Context: an optimization exercise on an open-source flow, tuned for small area, a short achievable clock period and few clock cycles. The choices shown serve that exercise and are no tape-out recipe. At most, simulation tests tie the RTL to the original design; equivalence was not proved. Power figures rest on the tool's default switching activity, not on a simulated workload.

==> module tlv_digest_list_validator, before the edit <==
module tlv_digest_list_validator (
	input  logic        clk,
	input  logic        arst_n,
	input  logic        s_axis_tvalid,
	output logic        s_axis_tready,
	input  logic [39:0] s_axis_tdata,   
	input  logic        s_axis_tuser,   
	output logic        m_axis_tvalid,
	input  logic        m_axis_tready,
	output logic [15:0] m_axis_tdata,   
	output logic [2:0]  m_axis_tuser,   
	output logic        m_axis_tlast    
);
	logic        first;
	logic [31:0] tl;
	logic [7:0]  b;
	assign first = s_axis_tuser;
	assign tl    = s_axis_tdata[31:0];
	assign b     = s_axis_tdata[39:32];
	logic        open_q, failed_q, vld_q;
	logic [4:0]  algo_q;
	logic [31:0] ot_q, il_q, vl_q;
	logic [2:0]  hc_q;
	logic [1:0]  field_q;
	logic        fb_q, nest_q, val_q, pf_q, ah_q;
	logic        kv_q;      
	logic [7:0]  byte_q;
	logic        done_q;
	logic take;
	assign s_axis_tready = !vld_q || m_axis_tready;
	assign take          = s_axis_tvalid && s_axis_tready;
	logic [31:0] avail, len;
	logic [23:0] len_hi;
	logic        hi_gt, hi_eq, lo_ge;
	logic        hdr_end_out, hc0, hc1, hc5, len0, len_ge, dig_bad, fail_end, fail_c, enter_nest;
	logic        ol_one, il_one, vl_one, vl_two;
	assign avail  = nest_q ? il_q : ot_q;           
	assign len    = {vl_q[23:0], b};                
	assign hc0    = (hc_q == 3'd0);
	assign hc1    = (hc_q == 3'd1);
	assign hc5    = (hc_q == 3'd5);
	assign len0   = (len == 32'd0);
	assign len_hi = vl_q[23:0];
	assign hi_gt  = (len_hi > avail[31:8]);
	assign hi_eq  = (len_hi == avail[31:8]);
	assign lo_ge  = (b >= avail[7:0]);
	assign len_ge = hi_gt || (hi_eq && lo_ge);
	assign ol_one = pf_q ? (ot_q == 32'd2) : (ot_q == 32'd1);    
	assign il_one = (il_q == 32'd1);
	assign vl_one = (vl_q == 32'd1);
	assign vl_two = (vl_q == 32'd2);
	assign dig_bad = (algo_q >= tlv_pkg::ALGO_COUNT)
		|| (len != {25'd0, tlv_pkg::digest_size(algo_q)});
	assign fail_end = fb_q || len_ge || (!len0 && (nest_q
		? (field_q == 2'd0 && dig_bad)
		: ((field_q == 2'd0 && len != 32'd2) || (field_q == 2'd1 && len != 32'd4))));
	assign fail_c = val_q
		? (ah_q && (fb_q || b >= 8'd20))
		: (hc0 ? (avail < 32'd6) : (hc5 && fail_end));
	assign enter_nest = !val_q && hc5 && !nest_q && field_q == 2'd2 && !len0;
	assign hdr_end_out = !val_q && hc5 && !nest_q;
	function automatic logic [31:0] dec(input logic [31:0] x, input logic t);
		logic z;
		z = 1'b1;
		for (int i = 0; i < 32; i++) begin
			dec[i] = x[i] ^ (t && z);
			z = z && !x[i];
		end
	endfunction
	logic [31:0] ot_d, il_d, vl_d, ot_hi;
	logic [2:0]  hc_d;
	logic [1:0]  field_d;
	logic [4:0]  algo_d;
	logic        fb_d, nest_d, val_d, open_d, failed_d, done_d, algo_ok, ah_d, kv_d;
	assign algo_ok = open_q && ah_q && !fb_q && b < 8'd20;    
	always_comb begin
		ot_hi   = dec({1'b0, ot_q[31:1]}, take && (pf_q || !ot_q[0]));
		ot_d    = (take && first) ? tl : {ot_hi[30:0], ot_q[0] ^ (take && !pf_q)};
		il_d    = (take && hdr_end_out) ? len : dec(il_q, take);   
		vl_d    = (take && !(val_q && !first)) ? len : dec(vl_q, take);
		field_d = (!val_q && hc1) ? b[1:0] : field_q;
		if (first) begin
			open_d   = (tl[31:1] != 31'd0);
			done_d   = (tl[31:1] == 31'd0);
			failed_d = (tl[31:3] == 29'd0) && (tl[2:0] != 3'd0) && (tl[2:0] < 3'd6);
			algo_d   = tlv_pkg::ALGO_COUNT;
			nest_d   = 1'b0;
			val_d    = 1'b0;
			hc_d     = 3'd1;
			fb_d     = (b != 8'd0);
			kv_d     = 1'b0;
			ah_d     = 1'b0;
		end else begin
			ah_d     = open_q && !failed_q && val_q && !nest_q && field_q == 2'd0 && vl_two;
			open_d   = open_q && !ol_one;
			done_d   = open_q && ol_one;
			failed_d = failed_q || (open_q && fail_c);
			algo_d   = algo_ok ? b[4:0] : algo_q;
			nest_d   = enter_nest || (nest_q && !il_one);
			if (val_q) begin
				val_d = !vl_one;
				hc_d  = 3'd0;
				fb_d  = (b != 8'd0);
			end else begin
				val_d = hc5 && !len0 && !enter_nest;
				hc_d  = hc5 ? 3'd0 : hc_q + 3'd1;
				fb_d  = hc0 ? (b != 8'd0)
					: hc1 ? (fb_q || b >= (nest_q ? {6'd0, tlv_pkg::INNER_FIELDS}
					                               : {6'd0, tlv_pkg::OUTER_FIELDS}))
					: fb_q;
			end
			kv_d     = open_q && !failed_q && val_q && nest_q;
		end
	end
	always_ff @(posedge clk or negedge arst_n) begin
		if (!arst_n) begin
			open_q   <= 1'b0;
			failed_q <= 1'b0;
			algo_q   <= tlv_pkg::ALGO_COUNT;
			vld_q    <= 1'b0;
		end else begin
			if (take) begin
				open_q   <= open_d;
				failed_q <= failed_d;
				algo_q   <= algo_d;
			end
			vld_q <= take || (vld_q && !m_axis_tready);
		end
	end
	always_ff @(posedge clk) begin
		ot_q <= ot_d;
		il_q <= il_d;
		vl_q <= vl_d;
		if (take) begin
			pf_q    <= first;
			ah_q    <= ah_d;
			hc_q    <= hc_d;
			field_q <= field_d;
			fb_q    <= fb_d;
			nest_q  <= nest_d;
			val_q   <= val_d;
			kv_q    <= kv_d;
			byte_q  <= b;
			done_q  <= done_d;
		end
	end
	assign m_axis_tvalid = vld_q;
	assign m_axis_tdata  = {3'd0, algo_q, kv_q ? byte_q : 8'd0};
	assign m_axis_tuser  = {failed_q, kv_q ? ((field_q == 2'd0) ? tlv_pkg::KIND_DIGEST
	                                                         : tlv_pkg::KIND_PATH)
	                                     : tlv_pkg::KIND_OTHER};
	assign m_axis_tlast  = done_q;
endmodule
Settings: LEC_CHECK=0, CAP_MARGIN=20, CORE_MARGIN=2, CORE_UTILIZATION=40, SETUP_SLACK_MARGIN=3.3, SLEW_MARGIN=20; clock period 6.0 ns.
standard.sh (not shown) runs the stock make flow with config.mk's settings and CLKGATE_MAP_FILE= SYNTH_SCRIPT=/design/flow/synth_recipe.tcl, a recipe that flattens the netlist after the stock synthesis.
==> flow/flow/run.sh <==
#!/bin/bash
# Standard layout with two changes: the port buffers are the smallest plain buffer instead
# of the delay buffer buffer_ports picks by default (repair may still upsize them), and the
# clock tree is built from smaller buffers without dummy loads.
set -o pipefail
export BUFFER_PORTS_ARGS="-buffer_cell sky130_fd_sc_hd__buf_1"
export CTS_ARGS="-sink_clustering_enable -repair_clock_nets -buf_list sky130_fd_sc_hd__clkbuf_4 -dont_use_dummy_load"
bash standard.sh > standard.log 2>&1
Testbench counts at the start, summed over its fixed seeds: cycles 61,216.
Edit:
--- a/flow/design.v
+++ b/flow/design.v
@@ -63,7 +63,7 @@
 	logic        fb_q, nest_q, val_q, pf_q, ah_q;
 	logic        kv_q;      
 	logic [7:0]  byte_q;
-	logic        done_q;
+	logic        had_q;     
 	logic take;
 	assign s_axis_tready = !vld_q || m_axis_tready;
 	assign take          = s_axis_tvalid && s_axis_tready;
@@ -109,7 +109,7 @@
 	logic [2:0]  hc_d;
 	logic [1:0]  field_d;
 	logic [4:0]  algo_d;
-	logic        fb_d, nest_d, val_d, open_d, failed_d, done_d, algo_ok, ah_d, kv_d;
+	logic        fb_d, nest_d, val_d, open_d, failed_d, algo_ok, ah_d, kv_d;
 	assign algo_ok = open_q && ah_q && !fb_q && b < 8'd20;    
 	always_comb begin
 		ot_hi   = dec({1'b0, ot_q[31:1]}, take && (pf_q || !ot_q[0]));
@@ -119,7 +119,6 @@
 		field_d = (!val_q && hc1) ? b[1:0] : field_q;
 		if (first) begin
 			open_d   = (tl[31:1] != 31'd0);
-			done_d   = (tl[31:1] == 31'd0);
 			failed_d = (tl[31:3] == 29'd0) && (tl[2:0] != 3'd0) && (tl[2:0] < 3'd6);
 			algo_d   = tlv_pkg::ALGO_COUNT;
 			nest_d   = 1'b0;
@@ -131,7 +130,6 @@
 		end else begin
 			ah_d     = open_q && !failed_q && val_q && !nest_q && field_q == 2'd0 && vl_two;
 			open_d   = open_q && !ol_one;
-			done_d   = open_q && ol_one;
 			failed_d = failed_q || (open_q && fail_c);
 			algo_d   = algo_ok ? b[4:0] : algo_q;
 			nest_d   = enter_nest || (nest_q && !il_one);
@@ -179,7 +177,7 @@
 			val_q   <= val_d;
 			kv_q    <= kv_d;
 			byte_q  <= b;
-			done_q  <= done_d;
+			had_q   <= first || open_q;
 		end
 	end
 	assign m_axis_tvalid = vld_q;
@@ -187,5 +185,5 @@
 	assign m_axis_tuser  = {failed_q, kv_q ? ((field_q == 2'd0) ? tlv_pkg::KIND_DIGEST
 	                                                         : tlv_pkg::KIND_PATH)
 	                                     : tlv_pkg::KIND_OTHER};
-	assign m_axis_tlast  = done_q;
+	assign m_axis_tlast  = had_q && !open_q;
 endmodule
Setup slack is worse by 78 ps.
Final area increases by 1.9%.
Total power increases by 0.71%.
First-iteration DRC count decreases by 13%.
Core utilization increases by 0.84 points.
Routed wire length increases by 1.6%.
Count of clock-buffer cells in the layout stays the same.
Global-route usage decreases by 0.39 points.
Clock power stays flat.
Combinational power is about the same.
Critical path depth increases by 7.
Non-clock buffer count increases by 5.
Sequential cell count is unchanged.
Sequential power is about the same.
Only the layout flow was run in the second run of this note; the RTL was not checked for function there.

[what the ideal ports hide]
In the flow no input, the clock included, has a driving cell. The finished layouts below were timed again as built, in two steps. Step 1, drivers: a clkbuf_16 drives clk and a buf_2 each remaining input, both assumed. Step 2 moves the port delays by t, midway between the first and last clock arrival at a register: inputs arrive t later, outputs are due t later. That takes back most of the time a late clock gives input paths. Slacks: ideal / step 1 / step 2; pairs: ideal / step 1.
run	shift t [ns]	slack for setup (ns)	slew at the worst register clock pin (ns)
the first run	0.572	3.276 / 3.255 / 2.801	0.11 / 0.11
the second run	0.574	3.198 / 3.198 / 2.821	0.11 / 0.11
After both steps every run listed still meets setup and hold. The setup slack of the first run, which loses most, moves by -0.021 ns with the drivers and by -0.475 ns with both steps.
